This is an optimization exercise on Yosys and OpenROAD, whose aim is small area and a short achievable clock period, not a production implementation. The RTL was checked by simulation tests, not by an equivalence proof against the original design.

==> wip/raven <==
==> flow/design.v <==
module md_sched #(
  parameter int MUL_CYCLES = 5,
  parameter int DIV_CYCLES = 10
) (
  input  logic        clk,
  input  logic        reset,
  input  logic [3:0]  md_op,
  input  logic [31:0] md_a,
  input  logic [31:0] md_b,
  input  logic        d_md_use,
  output logic        busy,
  output logic        md_start,
  output logic        md_stall,
  output logic [31:0] md_rd,
  output logic [31:0] hi,
  output logic [31:0] lo
);
  localparam logic [3:0] OP_MULT  = 4'd1;
  localparam logic [3:0] OP_MULTU = 4'd2;
  localparam logic [3:0] OP_DIV   = 4'd3;
  localparam logic [3:0] OP_DIVU  = 4'd4;
  localparam logic [3:0] OP_MTHI  = 4'd5;
  localparam logic [3:0] OP_MTLO  = 4'd6;
  localparam logic [3:0] OP_MFHI  = 4'd7;
  localparam logic [3:0] OP_MFLO  = 4'd8;
  localparam int W = 35;
  function automatic logic [W-1:0] add_rc(input logic [W-1:0] x, input logic [W-1:0] y, input logic ci);
    logic c;
    c = ci;
    for (int i = 0; i < W; i++) begin
      add_rc[i] = x[i] ^ y[i] ^ c;
      c = (x[i] & y[i]) | (c & (x[i] ^ y[i]));
    end
  endfunction
  function automatic logic [W-1:0] booth_pp(input logic [32:0] m, input logic x1, input logic x0, input logic xp);
    logic one, two, neg;
    logic [W-1:0] me, m2;
    one = x0 ^ xp;
    two = (x1 & ~x0 & ~xp) | (~x1 & x0 & xp);
    neg = x1;
    me  = {{(W-33){m[32]}}, m};
    m2  = {me[W-2:0], 1'b0};
    booth_pp = (({W{one}} & me) | ({W{two}} & m2)) ^ {W{neg}};
  endfunction
  logic [3:0]  cnt;
  logic        dv, sg, nq, qb;
  logic [32:0] M;
  logic [33:0] R;
  logic [31:0] Q;
  logic is_mul, is_div, idle;
  assign is_mul = (md_op == OP_MULT) || (md_op == OP_MULTU);
  assign is_div = (md_op == OP_DIV) || (md_op == OP_DIVU);
  assign idle   = (cnt == 4'd0);
  logic last, first_d, step_d, fin_d, fin_m;
  assign last    = (cnt == 4'd1);
  assign first_d = dv & (cnt == 4'd10);
  assign fin_d   = dv & last;
  assign fin_m   = ~dv & last;
  assign step_d  = dv & ~first_d & ~last;
  logic [W-1:0] A [4];
  logic [W-1:0] S [4];
  logic [W-1:0] O [4];
  logic         x1 [4];
  logic         x0 [4];
  logic         xp [4];
  logic         cx [4];
  logic [3:0]   qd;
  always_comb begin
    for (int k = 0; k < 4; k++) begin
      x1[k] = 1'b0; x0[k] = 1'b0; xp[k] = 1'b0; cx[k] = 1'b0;
      A[k]  = '0;
    end
    if (!dv) begin
      for (int k = 0; k < 4; k++) begin
        x1[k] = Q[2*k+1];
        x0[k] = Q[2*k];
        xp[k] = (k == 0) ? qb : Q[2*k-1];
      end
      if (last) begin
        x1[0] = sg & qb;
        x0[0] = sg & qb;
        xp[0] = qb;
      end
    end else if (first_d) begin
      x1[0] = M[32];
      x0[0] = 1'b0;
      xp[0] = 1'b1;
      cx[1] = sg & Q[31];
    end else if (last) begin
      cx[0] = qb;
      cx[1] = nq;
    end else begin
      for (int k = 0; k < 4; k++) begin
        x1[k] = 1'b1;
        x0[k] = 1'b0;
        xp[k] = 1'b1;
      end
    end
    if (!dv)          A[0] = {R[33], R};
    else if (first_d) A[0] = '0;
    else if (last)    A[0] = {1'b0, R} ^ {W{qb}};
    else              A[0] = {R, Q[31]};
    S[0] = add_rc(A[0], booth_pp(M, x1[0], x0[0], xp[0]), x1[0] | cx[0]);
    qd[0] = ~S[0][W-1];
    O[0] = (dv & ~qd[0]) ? A[0] : S[0];
    for (int k = 1; k < 4; k++) begin
      if (!dv)                     A[k] = {{2{O[k-1][W-1]}}, O[k-1][W-1:2]};
      else if (k == 1 && first_d)  A[k] = {3'b000, Q ^ {32{sg & Q[31]}}};
      else if (k == 1 && last)     A[k] = {3'b000, Q ^ {32{nq}}};
      else                         A[k] = {O[k-1][W-2:0], Q[31-k]};
      S[k] = add_rc(A[k], booth_pp(M, x1[k], x0[k], xp[k]), x1[k] | cx[k]);
      qd[k] = ~S[k][W-1];
      O[k] = (dv & ~qd[k]) ? A[k] : S[k];
    end
  end
  always_ff @(posedge clk) begin
    if (reset) begin
      cnt <= 4'd0;
    end else if (idle) begin
      if (is_mul)      cnt <= 4'(MUL_CYCLES);
      else if (is_div) cnt <= 4'(DIV_CYCLES);
    end else begin
      cnt <= cnt - 4'd1;
    end
  end
  always_ff @(posedge clk) begin
    if (idle) begin
      dv <= is_div;
      sg <= (md_op == OP_MULT) || (md_op == OP_DIV);
      nq <= ((md_op == OP_DIV) & md_a[31]) ^ ((md_op == OP_DIV) & md_b[31]);
      qb <= (md_op == OP_DIV) & md_a[31];
      M  <= {((md_op == OP_MULT) || (md_op == OP_DIV)) & md_b[31], md_b};
      Q  <= md_a;
      R  <= '0;
    end else if (!dv) begin
      R  <= {O[3][W-1], O[3][W-1:2]};
      Q  <= {O[3][1:0], O[2][1:0], O[1][1:0], O[0][1:0], Q[31:8]};
      qb <= Q[7];
    end else if (first_d) begin
      M  <= S[0][32:0];
      Q  <= S[1][31:0];
    end else if (step_d) begin
      R  <= O[3][33:0];
      Q  <= {Q[27:0], qd[0], qd[1], qd[2], qd[3]};
    end
  end
  always_ff @(posedge clk) begin
    if (reset) begin
      hi <= 32'd0;
      lo <= 32'd0;
    end else if (idle) begin
      if (md_op == OP_MTHI) hi <= md_a;
      if (md_op == OP_MTLO) lo <= md_a;
    end else if (fin_m) begin
      hi <= S[0][31:0];
      lo <= Q;
    end else if (fin_d && (M != 33'd0)) begin
      hi <= S[0][31:0];
      lo <= S[1][31:0];
    end
  end
  always_comb begin
    busy     = !idle;
    md_start = idle && (is_mul || is_div);
    md_stall = (busy || md_start) && d_md_use;
    md_rd    = 32'd0;
    if (md_op == OP_MFHI)      md_rd = hi;
    else if (md_op == OP_MFLO) md_rd = lo;
  end
endmodule
==> flow/run.sh <==
#!/bin/bash
# synth_recipe.tcl (not shown) runs the flow's synth.tcl, then flattens the netlist and writes it again
# the make line also repeats each setting of config.mk as NAME=value (left out here)
make -C /OpenROAD-flow-scripts/flow DESIGN_CONFIG=/design/flow/config.mk WORK_HOME=/design/flow/orfs CLKGATE_MAP_FILE= SYNTH_SCRIPT=/design/flow/synth_recipe.tcl finish
==> flow/config.mk <==
export PLATFORM = sky130hd
export DESIGN_NAME = md_sched
export DESIGN_NICKNAME = md_sched
export VERILOG_FILES = /design/flow/design.v
export SDC_FILE = /design/flow/constraint.sdc
export NUM_CORES = 4
export LEC_CHECK = 0
export CAP_MARGIN = 20
export CORE_MARGIN = 2
export CORE_UTILIZATION = 40
export SETUP_SLACK_MARGIN = 2
export SLEW_MARGIN = 20
==> flow/constraint.sdc <==
create_clock -name core_clock -period 80.0 [get_ports {clk}]
set_input_delay 16.0000 -clock core_clock [delete_from_list [all_inputs] [get_ports {clk}]]
set_output_delay 16.0000 -clock core_clock [all_outputs]
set_load 0.01 [all_outputs]
==> inputs of wip/violet, as changes to wip/raven <==
==> flow/design.v (replaced) <==
module md_sched #(
  parameter int MUL_CYCLES = 5,
  parameter int DIV_CYCLES = 10
) (
  input  logic        clk,
  input  logic        reset,
  input  logic [3:0]  md_op,
  input  logic [31:0] md_a,
  input  logic [31:0] md_b,
  input  logic        d_md_use,
  output logic        busy,
  output logic        md_start,
  output logic        md_stall,
  output logic [31:0] md_rd,
  output logic [31:0] hi,
  output logic [31:0] lo
);
  localparam logic [3:0] OP_MULT  = 4'd1;
  localparam logic [3:0] OP_MULTU = 4'd2;
  localparam logic [3:0] OP_DIV   = 4'd3;
  localparam logic [3:0] OP_DIVU  = 4'd4;
  localparam logic [3:0] OP_MTHI  = 4'd5;
  localparam logic [3:0] OP_MTLO  = 4'd6;
  localparam logic [3:0] OP_MFHI  = 4'd7;
  localparam logic [3:0] OP_MFLO  = 4'd8;
  localparam int W  = 35;
  localparam int BLK = 7;
  function automatic logic [W-1:0] add_cla(input logic [W-1:0] x, input logic [W-1:0] y, input logic ci);
    logic c, cb, gb, pb;
    cb = ci;
    for (int b = 0; b < W; b += BLK) begin
      c  = cb;
      gb = 1'b0;
      pb = 1'b1;
      for (int i = b; i < b + BLK && i < W; i++) begin
        add_cla[i] = x[i] ^ y[i] ^ c;
        c  = (x[i] & y[i]) | (c & (x[i] ^ y[i]));
        gb = (x[i] & y[i]) | ((x[i] ^ y[i]) & gb);
        pb = pb & (x[i] ^ y[i]);
      end
      cb = gb | (pb & cb);
    end
  endfunction
  function automatic logic [W-1:0] booth_pp(input logic [32:0] m, input logic x1, input logic x0, input logic xp);
    logic one, two;
    logic [W-1:0] me, m2;
    one = x0 ^ xp;
    two = (x1 & ~x0 & ~xp) | (~x1 & x0 & xp);
    me  = {{(W-33){m[32]}}, m};
    m2  = {me[W-2:0], 1'b0};
    booth_pp = (({W{one}} & me) | ({W{two}} & m2)) ^ {W{x1}};
  endfunction
  logic [3:0]  cnt;
  logic        bsy;
  logic        dv, sg, nq, qb;
  logic [31:0] M;
  logic [32:0] R;
  logic [31:0] Q;
  logic is_mul, is_div, idle;
  assign is_mul = (md_op == OP_MULT) || (md_op == OP_MULTU);
  assign is_div = (md_op == OP_DIV) || (md_op == OP_DIVU);
  assign idle   = ~bsy;
  logic last, first_d, step_d, last_d;
  assign last    = (cnt == 4'd1);
  assign first_d = dv & (cnt == 4'd10);
  assign last_d  = dv & last;
  assign step_d  = dv & ~first_d & ~last;
  logic [W-1:0] A [4];
  logic [W-1:0] S [4];
  logic         x1 [4];
  logic         x0 [4];
  logic         xp [4];
  logic         cx [4];
  logic [3:0]   qd;
  logic [31:0]  qx;
  logic         bn;
  assign bn = sg & M[31];
  assign qx = Q ^ {32{first_d ? (sg & Q[31]) : nq}};
  always_comb begin
    for (int k = 0; k < 4; k++) begin
      x1[k] = 1'b0; x0[k] = 1'b0; xp[k] = 1'b0; cx[k] = 1'b0;
    end
    cx[0] = first_d & sg & Q[31];
    cx[1] = last_d & qb;
    cx[2] = last_d & nq;
    if (!dv) begin
      x1[0] = last ? (sg & qb) : Q[1];
      x0[0] = last ? (sg & qb) : Q[0];
      xp[0] = qb;
    end else if (step_d) begin
      x1[0] = ~(R[32] ^ bn);
      xp[0] = 1'b1;
    end else if (last_d) begin
      x1[0] = R[32] & bn;
      xp[0] = R[32];
    end
    if (first_d)      A[0] = {3'b000, qx};
    else if (step_d)  A[0] = {R[32], R, Q[31]};
    else              A[0] = {{2{R[32]}}, R};
    S[0]  = add_cla(A[0], booth_pp({bn, M}, x1[0], x0[0], xp[0]), x1[0] | cx[0]);
    qd[0] = ~S[0][W-1];
    for (int k = 1; k < 4; k++) begin
      if (!dv && !last) begin
        x1[k] = Q[2*k+1];
        x0[k] = Q[2*k];
        xp[k] = Q[2*k-1];
      end else if (step_d) begin
        x1[k] = ~(S[k-1][W-1] ^ bn);
        xp[k] = 1'b1;
      end
      if (k == 1 && last)          A[k] = S[0] ^ {W{dv & qb}};
      else if (k == 2 && last)     A[k] = {3'b000, qx};
      else if (!dv)                A[k] = {{2{S[k-1][W-1]}}, S[k-1][W-1:2]};
      else                         A[k] = {S[k-1][W-2:0], Q[31-k]};
      S[k]  = add_cla(A[k], booth_pp({bn, M}, x1[k], x0[k], xp[k]), x1[k] | cx[k]);
      qd[k] = ~S[k][W-1];
    end
  end
  always_ff @(posedge clk) begin
    if (reset) begin
      cnt <= 4'd0;
      bsy <= 1'b0;
    end else if (idle) begin
      bsy <= is_mul | is_div;
      if (is_mul)      cnt <= 4'(MUL_CYCLES);
      else if (is_div) cnt <= 4'(DIV_CYCLES);
    end else begin
      bsy <= ~last;
      cnt <= cnt - 4'd1;
    end
  end
  always_ff @(posedge clk) begin
    if (idle) begin
      dv <= is_div;
      sg <= (md_op == OP_MULT) || (md_op == OP_DIV);
      nq <= ((md_op == OP_DIV) & md_a[31]) ^ ((md_op == OP_DIV) & md_b[31]);
      qb <= (md_op == OP_DIV) & md_a[31];
      M  <= md_b;
      Q  <= md_a;
    end else if (!dv) begin
      Q  <= {S[3][1:0], S[2][1:0], S[1][1:0], S[0][1:0], Q[31:8]};
      qb <= Q[7];
    end else if (first_d) begin
      Q  <= S[0][31:0];
    end else if (step_d) begin
      Q  <= {Q[27:0], qd[0], qd[1], qd[2], qd[3]};
    end
  end
  always_ff @(posedge clk) begin
    if (idle | first_d) R <= '0;
    else if (dv)        R <= S[3][32:0];
    else                R <= S[3][W-1:2];
  end
  always_ff @(posedge clk) begin
    if (reset) begin
      hi <= 32'd0;
      lo <= 32'd0;
    end else if (idle) begin
      if (md_op == OP_MTHI) hi <= md_a;
      if (md_op == OP_MTLO) lo <= md_a;
    end else if (last && !(dv && M == 32'd0)) begin
      hi <= S[1][31:0];
      lo <= S[2][31:0];
    end
  end
  always_comb begin
    busy     = !idle;
    md_start = idle && (is_mul || is_div);
    md_stall = (bsy || is_mul || is_div) && d_md_use;
    md_rd    = 32'd0;
    if (md_op == OP_MFHI)      md_rd = hi;
    else if (md_op == OP_MFLO) md_rd = lo;
  end
endmodule
Settings changed: ABC_AREA set to 1, CORE_UTILIZATION 40 to 35.
==> inputs of wip/umber, as changes to wip/raven <==
==> flow/design.v (replaced) <==
module md_sched #(
  parameter int MUL_CYCLES = 5,
  parameter int DIV_CYCLES = 10
) (
  input  logic        clk,
  input  logic        reset,
  input  logic [3:0]  md_op,
  input  logic [31:0] md_a,
  input  logic [31:0] md_b,
  input  logic        d_md_use,
  output logic        busy,
  output logic        md_start,
  output logic        md_stall,
  output logic [31:0] md_rd,
  output logic [31:0] hi,
  output logic [31:0] lo
);
  localparam logic [3:0] OP_MULT  = 4'd1;
  localparam logic [3:0] OP_MULTU = 4'd2;
  localparam logic [3:0] OP_DIV   = 4'd3;
  localparam logic [3:0] OP_DIVU  = 4'd4;
  localparam logic [3:0] OP_MTHI  = 4'd5;
  localparam logic [3:0] OP_MTLO  = 4'd6;
  localparam logic [3:0] OP_MFHI  = 4'd7;
  localparam logic [3:0] OP_MFLO  = 4'd8;
  localparam int W  = 35;
  localparam int BLK = 7;
  function automatic logic [W-1:0] add_cla(input logic [W-1:0] x, input logic [W-1:0] y, input logic ci);
    logic c, cb, gb, pb;
    cb = ci;
    for (int b = 0; b < W; b += BLK) begin
      c  = cb;
      gb = 1'b0;
      pb = 1'b1;
      for (int i = b; i < b + BLK && i < W; i++) begin
        add_cla[i] = x[i] ^ y[i] ^ c;
        c  = (x[i] & y[i]) | (c & (x[i] ^ y[i]));
        gb = (x[i] & y[i]) | ((x[i] ^ y[i]) & gb);
        pb = pb & (x[i] ^ y[i]);
      end
      cb = gb | (pb & cb);
    end
  endfunction
  function automatic logic [W-1:0] booth_pp(input logic [32:0] m, input logic x1, input logic x0, input logic xp);
    logic one, two;
    logic [W-1:0] me, m2;
    one = x0 ^ xp;
    two = (x1 & ~x0 & ~xp) | (~x1 & x0 & xp);
    me  = {{(W-33){m[32]}}, m};
    m2  = {me[W-2:0], 1'b0};
    booth_pp = (({W{one}} & me) | ({W{two}} & m2)) ^ {W{x1}};
  endfunction
  logic [3:0]  cnt;
  logic        dv, sg, nq, qb;
  logic [32:0] M;
  logic [33:0] R;
  logic [31:0] Q;
  logic is_mul, is_div, idle;
  assign is_mul = (md_op == OP_MULT) || (md_op == OP_MULTU);
  assign is_div = (md_op == OP_DIV) || (md_op == OP_DIVU);
  assign idle   = (cnt == 4'd0);
  logic last, first_d, step_d, last_d;
  assign last    = (cnt == 4'd1);
  assign first_d = dv & (cnt == 4'd10);
  assign last_d  = dv & last;
  assign step_d  = dv & ~first_d & ~last;
  logic [W-1:0] A [4];
  logic [W-1:0] S [4];
  logic         x1 [4];
  logic         x0 [4];
  logic         xp [4];
  logic         cx [4];
  logic [3:0]   qd;
  logic [31:0]  qx;
  logic         bn;
  assign bn = M[32];
  assign qx = Q ^ {32{first_d ? (sg & Q[31]) : nq}};
  always_comb begin
    for (int k = 0; k < 4; k++) begin
      x1[k] = 1'b0; x0[k] = 1'b0; xp[k] = 1'b0; cx[k] = 1'b0;
    end
    cx[0] = first_d & sg & Q[31];
    cx[1] = last_d & qb;
    cx[2] = last_d & nq;
    if (!dv) begin
      x1[0] = last ? (sg & qb) : Q[1];
      x0[0] = last ? (sg & qb) : Q[0];
      xp[0] = qb;
    end else if (step_d) begin
      x1[0] = ~(R[33] ^ bn);
      xp[0] = 1'b1;
    end else if (last_d) begin
      x1[0] = R[33] & bn;
      xp[0] = R[33];
    end
    if (first_d)      A[0] = {3'b000, qx};
    else if (step_d)  A[0] = {R, Q[31]};
    else              A[0] = {R[33], R};
    S[0]  = add_cla(A[0], booth_pp(M, x1[0], x0[0], xp[0]), x1[0] | cx[0]);
    qd[0] = ~S[0][W-1];
    for (int k = 1; k < 4; k++) begin
      if (!dv && !last) begin
        x1[k] = Q[2*k+1];
        x0[k] = Q[2*k];
        xp[k] = Q[2*k-1];
      end else if (step_d) begin
        x1[k] = ~(S[k-1][W-1] ^ bn);
        xp[k] = 1'b1;
      end
      if (k == 1 && last)          A[k] = S[0] ^ {W{dv & qb}};
      else if (k == 2 && last)     A[k] = {3'b000, qx};
      else if (!dv)                A[k] = {{2{S[k-1][W-1]}}, S[k-1][W-1:2]};
      else                         A[k] = {S[k-1][W-2:0], Q[31-k]};
      S[k]  = add_cla(A[k], booth_pp(M, x1[k], x0[k], xp[k]), x1[k] | cx[k]);
      qd[k] = ~S[k][W-1];
    end
  end
  always_ff @(posedge clk) begin
    if (reset) begin
      cnt <= 4'd0;
    end else if (idle) begin
      if (is_mul)      cnt <= 4'(MUL_CYCLES);
      else if (is_div) cnt <= 4'(DIV_CYCLES);
    end else begin
      cnt <= cnt - 4'd1;
    end
  end
  always_ff @(posedge clk) begin
    if (idle) begin
      dv <= is_div;
      sg <= (md_op == OP_MULT) || (md_op == OP_DIV);
      nq <= ((md_op == OP_DIV) & md_a[31]) ^ ((md_op == OP_DIV) & md_b[31]);
      qb <= (md_op == OP_DIV) & md_a[31];
      M  <= {((md_op == OP_MULT) || (md_op == OP_DIV)) & md_b[31], md_b};
      Q  <= md_a;
    end else if (!dv) begin
      Q  <= {S[3][1:0], S[2][1:0], S[1][1:0], S[0][1:0], Q[31:8]};
      qb <= Q[7];
    end else if (first_d) begin
      Q  <= S[0][31:0];
    end else if (step_d) begin
      Q  <= {Q[27:0], qd[0], qd[1], qd[2], qd[3]};
    end
  end
  always_ff @(posedge clk) begin
    if (idle | first_d) R <= '0;
    else if (dv)        R <= S[3][33:0];
    else                R <= {S[3][W-1], S[3][W-1:2]};
  end
  always_ff @(posedge clk) begin
    if (reset) begin
      hi <= 32'd0;
      lo <= 32'd0;
    end else if (idle) begin
      if (md_op == OP_MTHI) hi <= md_a;
      if (md_op == OP_MTLO) lo <= md_a;
    end else if (last && !(dv && M == 33'd0)) begin
      hi <= S[1][31:0];
      lo <= S[2][31:0];
    end
  end
  always_comb begin
    busy     = !idle;
    md_start = idle && (is_mul || is_div);
    md_stall = (busy || md_start) && d_md_use;
    md_rd    = 32'd0;
    if (md_op == OP_MFHI)      md_rd = hi;
    else if (md_op == OP_MFLO) md_rd = lo;
  end
endmodule
Settings changed: ABC_AREA set to 1, CORE_UTILIZATION 40 to 55.
==> summary of the runs <==
- The highest non-clock buffer count belongs to wip/raven, the lowest to wip/violet.
- Hold slack: wip/umber < wip/violet < wip/raven.
- Worst setup slack: wip/raven is lower than wip/violet (35 ns).
- Die area: wip/violet is larger than wip/umber (about 54%).
==> figures <==
quantity	wip/raven	wip/violet	wip/umber
Register bit count reported by yosys	171	170	171
Run status	complete, no violations	complete, no violations	complete, no violations
Syn-to-layout area delta	13.6%	14.2%	12.6%
Vias post-DR	19600	19200	20000
Post-detailed-route wirelength per cell	27.4 um	21.8 um	22.7 um
Critical path arrival	70.16 ns	18.54 ns	18.54 ns
Length in cells of the worst reg-to-reg path	183	143	142
DR pass1 iterations	9	5	10
#MultiIn Comb	1932	1979	1974

what the ideal ports hide:
The flow's constraints put no driver on any port. The routed layouts listed below were extracted and timed again, unchanged, in two steps.
Step 1: set_driving_cell puts a clkbuf_16 on clk and a buf_2 on each other input, an assumption about the parent block.
Step 2 times the ports against the registers' clock, not the clock port: input delays grow and output delays shrink by t, the midpoint of the rising clock arrivals with the driver on.
Slacks: ideal / step 1 / step 2; pairs: ideal / step 1.
| run | shift t [ns] | setup slack, ns | hold WS [ns] | worst setup path at the end | pins driven straight from the clock port |
|---|---|---|---|---|---|
| wip/raven | 0.544 | 10.164 / 10.164 / 10.164 | 0.510 / 0.510 / 0.510 | register to register | 1 |
| wip/violet | 0.564 | 45.457 / 45.432 / 45.432 | 0.474 / 0.474 / 0.474 | input to output | 1 |
| wip/umber | 0.514 | 45.458 / 45.432 / 45.432 | 0.462 / 0.462 / 0.462 | input to output | 1 |
After both steps setup and hold are still met in every run listed. For wip/umber, which loses most, drivers alone change the setup slack by -0.026 ns; drivers and shift together by -0.026 ns.
